What follows belongs to an exercise in optimizing a design on an open flow for small area, a short achievable clock period and few clock cycles; a production flow would make more cautious choices. The RTL was checked by simulation tests, not by an equivalence proof against the original design.

==> inputs of v13 <==
==> flow/design.v (excerpt) <==
module spmv_top (
  input  logic        clk,
  input  logic        rst_n,
  input  logic        in_valid,
  input  logic        weight_valid,
  input  logic [4:0]  in_row,
  input  logic [4:0]  in_col,
  input  logic [7:0]  in_data,
  input  logic        out_ready,
  output logic        out_valid,
  output logic [4:0]  out_row,
  output logic [20:0] out_data,
  output logic        out_last,
  output logic        busy
);
  spmv_stream #(.N(32), .DW(8), .SKIP_ZERO(1)) u_spmv (
    .clk(clk), .rst_n(rst_n), .in_valid(in_valid), .weight_valid(weight_valid),
    .in_row(in_row), .in_col(in_col), .in_data(in_data), .out_ready(out_ready),
    .out_valid(out_valid), .out_row(out_row), .out_data(out_data), .out_last(out_last),
    .busy(busy));
endmodule
==> module spmv_stream, before the edit <==
module spmv_stream #(
  parameter int N = 32,
  parameter int IDX_W = $clog2(N),
  parameter int DW = 8,
  parameter int ACC_W = 2*DW+IDX_W,
  parameter bit SKIP_ZERO = 0
) (
  input  logic             clk,
  input  logic             rst_n,
  input  logic             in_valid,
  input  logic             weight_valid,
  input  logic [IDX_W-1:0] in_row,
  input  logic [IDX_W-1:0] in_col,
  input  logic [DW-1:0]    in_data,
  input  logic             out_ready,
  output logic             out_valid,
  output logic [IDX_W-1:0] out_row,
  output logic [ACC_W-1:0] out_data,
  output logic             out_last,
  output logic             busy
);
  localparam int PW = 2*DW;
  localparam logic [2:0] IDLE = 3'd0, VEC = 3'd1, MAT = 3'd2, FLUSH = 3'd3, DRAIN = 3'd4;
  logic [2:0] state, state_nxt;
  logic [N-1:0][DW-1:0] vec;
  logic [N-1:0][ACC_W-1:0] acc;
  logic [N-1:0] vv;    
  logic [N-1:0] tf;    
  logic p1_mw;
  logic [DW-1:0] p1_data, p1_vsel;
  logic [IDX_W-1:0] ra, ra_nxt, first;
  logic p2_we;
  logic [IDX_W-1:0] p2_row;
  logic [PW-1:0] p2_ps, p2_pc;
  logic [ACC_W-1:0] p2_rd;
  logic [PW-1:0] pp [DW];
  logic [PW-1:0] l1 [6];
  logic [PW-1:0] l2 [4];
  logic [PW-1:0] l3 [3];
  logic [PW-1:0] ps, pc;
  logic [ACC_W-1:0] rd, cs_s, cs_c, sum;
  logic [N-1:0] ra_dec, wr_dec, enc_in;
  logic idle_vec, vec_we, mat_beat, xfer, done, load;
  function automatic logic [PW-1:0] maj(input logic [PW-1:0] a, b, c);
    maj = (a & b) | (a & c) | (b & c);
  endfunction
  always_comb begin
    idle_vec = state == IDLE || state == VEC;
    vec_we = in_valid && idle_vec;
    mat_beat = weight_valid && (state == MAT || (idle_vec && !in_valid));
    case (state)
      IDLE, VEC: state_nxt = in_valid ? VEC : weight_valid ? MAT : state;
      MAT:       state_nxt = weight_valid ? MAT : FLUSH;
      FLUSH:     state_nxt = DRAIN;
      default:   state_nxt = done ? IDLE : DRAIN;
    endcase
  end
  always_ff @(posedge clk or negedge rst_n)
    if (!rst_n) state <= IDLE;
    else state <= state_nxt;
  assign busy = state != IDLE;
  for (genvar i = 0; i < N; i++) begin : g_vec
    always_ff @(posedge clk)
      if (vec_we && in_row == IDX_W'(i)) vec[i] <= in_data;
  end
  always_ff @(posedge clk or negedge rst_n)
    if (!rst_n) vv <= '0;
    else if (done) vv <= '0;
    else if (vec_we) vv[in_row] <= 1'b1;
  always_ff @(posedge clk or negedge rst_n)
    if (!rst_n) p1_mw <= 1'b0;
    else p1_mw <= mat_beat;
  always_ff @(posedge clk) begin
    p1_data <= in_data;
    p1_vsel <= vv[in_col] ? vec[in_col] : '0;
  end
  always_comb begin
    for (int j = 0; j < DW; j++)
      pp[j] = PW'(p1_data & {DW{p1_vsel[j]}}) << j;
    l1[0] = pp[0] ^ pp[1] ^ pp[2];  l1[1] = maj(pp[0], pp[1], pp[2]) << 1;
    l1[2] = pp[3] ^ pp[4] ^ pp[5];  l1[3] = maj(pp[3], pp[4], pp[5]) << 1;
    l1[4] = pp[6];                  l1[5] = pp[7];
    l2[0] = l1[0] ^ l1[1] ^ l1[2];  l2[1] = maj(l1[0], l1[1], l1[2]) << 1;
    l2[2] = l1[3] ^ l1[4] ^ l1[5];  l2[3] = maj(l1[3], l1[4], l1[5]) << 1;
    l3[0] = l2[0] ^ l2[1] ^ l2[2];  l3[1] = maj(l2[0], l2[1], l2[2]) << 1;
    l3[2] = l2[3];
    ps = l3[0] ^ l3[1] ^ l3[2];
    pc = maj(l3[0], l3[1], l3[2]) << 1;
    rd = tf[ra] ? acc[ra] : '0;
  end
  always_ff @(posedge clk or negedge rst_n)
    if (!rst_n) p2_we <= 1'b0;
    else p2_we <= p1_mw && p1_data != '0 && p1_vsel != '0;
  always_ff @(posedge clk) begin
    p2_ps <= ps;
    p2_pc <= pc;
    p2_row <= ra;
    p2_rd <= (p2_we && p2_row == ra) ? sum : rd;
  end
  always_comb begin
    cs_s = p2_rd ^ ACC_W'(p2_ps) ^ ACC_W'(p2_pc);
    cs_c = ACC_W'({p2_rd & ACC_W'(p2_ps) | p2_rd & ACC_W'(p2_pc) | ACC_W'(p2_ps) & ACC_W'(p2_pc), 1'b0});
    sum = cs_s + cs_c;
    ra_dec = '0;
    ra_dec[ra] = 1'b1;
    wr_dec = '0;
    wr_dec[p2_row] = p2_we;
    xfer = out_valid && out_ready;
    done = xfer && out_last;
    load = state == DRAIN && !out_last && (!out_valid || out_ready);
    enc_in = (tf | wr_dec) & ~(state == DRAIN ? ra_dec : '0);
    first = IDX_W'(N-1);
    for (int i = N-2; i >= 0; i--)
      if (enc_in[i]) first = IDX_W'(i);
    case (state)
      FLUSH:   ra_nxt = first;
      DRAIN:   ra_nxt = load ? first : ra;
      default: ra_nxt = in_row;
    endcase
  end
  for (genvar i = 0; i < N; i++) begin : g_acc
    always_ff @(posedge clk)
      if (wr_dec[i]) acc[i] <= sum;
    always_ff @(posedge clk or negedge rst_n)
      if (!rst_n) tf[i] <= 1'b0;
      else if (load && ra_dec[i]) tf[i] <= 1'b0;
      else if (wr_dec[i]) tf[i] <= 1'b1;
  end
  always_ff @(posedge clk)
    ra <= ra_nxt;
  always_ff @(posedge clk or negedge rst_n)
    if (!rst_n) begin
      out_valid <= 1'b0;
      out_last <= 1'b0;
    end else if (done) begin
      out_valid <= 1'b0;
      out_last <= 1'b0;
    end else if (load) begin
      out_valid <= rd != '0 || ra == IDX_W'(N-1);
      out_last <= ra == IDX_W'(N-1);
    end
  always_ff @(posedge clk)
    if (load) begin
      out_row <= ra;
      out_data <= rd;
    end
endmodule
clock: 9.0 ns
lec_check: 0
cap_margin: 20
core_margin: 2
core_utilization: 40
setup_slack_margin: 5
slew_margin: 20
run.sh (not shown) runs the stock make flow with config.mk's settings and CLKGATE_MAP_FILE= SYNTH_SCRIPT=/design/flow/synth_recipe.tcl, a recipe that flattens the netlist after the stock synthesis.
==> inputs of v32, as changes to v13 <==
==> flow/design.v (replaced) <==
module spmv_stream #(
  parameter int N = 32,
  parameter int IDX_W = $clog2(N),
  parameter int DW = 8,
  parameter int ACC_W = 2*DW+IDX_W,
  parameter bit SKIP_ZERO = 0
) (
  input  logic             clk,
  input  logic             rst_n,
  input  logic             in_valid,
  input  logic             weight_valid,
  input  logic [IDX_W-1:0] in_row,
  input  logic [IDX_W-1:0] in_col,
  input  logic [DW-1:0]    in_data,
  input  logic             out_ready,
  output logic             out_valid,
  output logic [IDX_W-1:0] out_row,
  output logic [ACC_W-1:0] out_data,
  output logic             out_last,
  output logic             busy
);
  typedef enum logic [1:0] {IDLE, VEC, MAT, DRAIN} state_t;
  state_t state, state_nxt;
  logic [N-1:0][DW-1:0] vec;
  logic [N-1:0][ACC_W-1:0] acc;
  logic [IDX_W-1:0] base, nxt;
  logic [2*DW-1:0] prod;
  logic vec_we, acc_we, load, xfer, done;
  always_ff @(posedge clk or negedge rst_n)
    if (!rst_n) state <= IDLE;
    else state <= state_nxt;
  always_comb begin
    state_nxt = (state == IDLE || state == VEC) ? (in_valid ? VEC : weight_valid ? MAT : state) :
                state == MAT ? (weight_valid ? MAT : DRAIN) :
                done ? IDLE : DRAIN;
  end
  always_comb begin
    busy = state != IDLE;
    xfer = out_valid && out_ready;
    done = xfer && out_last;
    vec_we = in_valid && (state == IDLE || state == VEC);
    acc_we = weight_valid && (state == MAT || ((state == IDLE || state == VEC) && !in_valid));
    load = (state == MAT && !weight_valid) || (xfer && !out_last);
    base = state == MAT ? '0 : out_row + 1'b1;
    prod = {{DW{1'b0}}, in_data} * {{DW{1'b0}}, vec[in_col]};
    nxt = IDX_W'(N-1);
    for (int i = N-1; i >= 0; i--)
      if (i >= int'(base) && (!SKIP_ZERO || acc[i] != '0)) nxt = IDX_W'(i);
  end
  always_ff @(posedge clk or negedge rst_n)
    if (!rst_n) begin
      vec <= '0;
      acc <= '0;
      out_valid <= 1'b0;
      out_row <= '0;
      out_data <= '0;
      out_last <= 1'b0;
    end else if (done) begin
      vec <= '0;
      acc <= '0;
      out_valid <= 1'b0;
      out_row <= '0;
      out_data <= '0;
      out_last <= 1'b0;
    end else begin
      if (vec_we) vec[in_row] <= in_data;
      if (acc_we) acc[in_row] <= acc[in_row] + ACC_W'(prod);
      if (load) begin
        out_valid <= 1'b1;
        out_row <= nxt;
        out_data <= acc[nxt];
        out_last <= nxt == IDX_W'(N-1);
      end
    end
endmodule
module spmv_top (
  input  logic        clk,
  input  logic        rst_n,
  input  logic        in_valid,
  input  logic        weight_valid,
  input  logic [4:0]  in_row,
  input  logic [4:0]  in_col,
  input  logic [7:0]  in_data,
  input  logic        out_ready,
  output logic        out_valid,
  output logic [4:0]  out_row,
  output logic [20:0] out_data,
  output logic        out_last,
  output logic        busy
);
  spmv_stream #(.N(32), .DW(8), .SKIP_ZERO(1)) u_spmv (
    .clk(clk), .rst_n(rst_n), .in_valid(in_valid), .weight_valid(weight_valid),
    .in_row(in_row), .in_col(in_col), .in_data(in_data), .out_ready(out_ready),
    .out_valid(out_valid), .out_row(out_row), .out_data(out_data), .out_last(out_last),
    .busy(busy));
endmodule
--- a/flow/config.mk
+++ b/flow/config.mk
@@ -8,5 +8,4 @@
 export CAP_MARGIN = 20
 export CORE_MARGIN = 2
 export CORE_UTILIZATION = 40
-export SETUP_SLACK_MARGIN = 5
 export SLEW_MARGIN = 20
==> results.ini <==
[cells_and_area]
final_cell_mix = dfrtp_1 (958), a22o_1 (792), mux2i_1 (323)
clkCellAreaFrac_pct = 5.988

[setup_path]
crit_family = compound AO/OA/AOI/OAI gates
worstReg2RegStart = u_spmv.acc[234]$_DFFE_PN0P_

[yosys]
yosysMostFrequentCell = dfrtp_1
synthesis.nets = 4767

[placed_design]
pre_cts_slack_ns = 0.09507

[route]
avgViaCountPerCell = 7.082
wl_met2_um = 93720

[run_status]
status = no timing/DRC/antenna violations

Source of the figures above: v32

==> results.ini <==
[setup_path]
cp_slowest_cell = nor2_1
crit_family = simple AND/OR/NAND/NOR gates
r2r_cells = 12
worstReg2RegStart = u_spmv.ra[1]$_DFFE_PP_

[placed_design]
portBuffers = 51

[cells_and_area]
final_cell_mix = edfxtp_1 (959), mux4_2 (234), nor2_1 (133)
nFlopsAndLatches = 1098
clkCellAreaFrac_pct = 6.991
multi_input_area_share_pct = 25.73
non_clock_inverter_count = 58

[yosys]
yosysMostFrequentCell = edfxtp_1
synthesis.nets = 2683

[route]
wl_met2_um = 57660

[run_status]
status = no timing/DRC/antenna violations

[timing]
rsz0062_at_grt = true

Source of the figures above: v13

Testbench counts of v13, summed over its fixed seeds: cycles 18,170.
Testbench counts of v32, summed over its fixed seeds: cycles 17,786.

port drivers added, routing unchanged:
No port has a modelled driver above. Below, the same layouts with a new extraction and two added sets of constraints.
Step 1 assumes that a clkbuf_16 drives the clock port and a buf_2 every other input.
Step 2 adds t to the input delays and takes it off the output delays; t is the mean of the earliest and latest rising clock arrival at the registers after step 1. Input paths then give back, and output paths get back, about the clock's delay inside the block.
Slacks: ideal / step 1 / step 2; pairs: ideal / step 1.
run	t, ns	setup WS [ns]	worst slew at a driven data input, ns	pins driven straight from the clock port
v13	0.755	5.031 / 5.056 / 4.315	0.05	1
v32	0.804	0.740 / 0.624 / -0.180	0.19	1
Met with ideal ports but missed after step 2: setup timing in v32. For v32, which loses most, drivers alone change the setup slack by -0.116 ns; drivers and shift together by -0.920 ns.
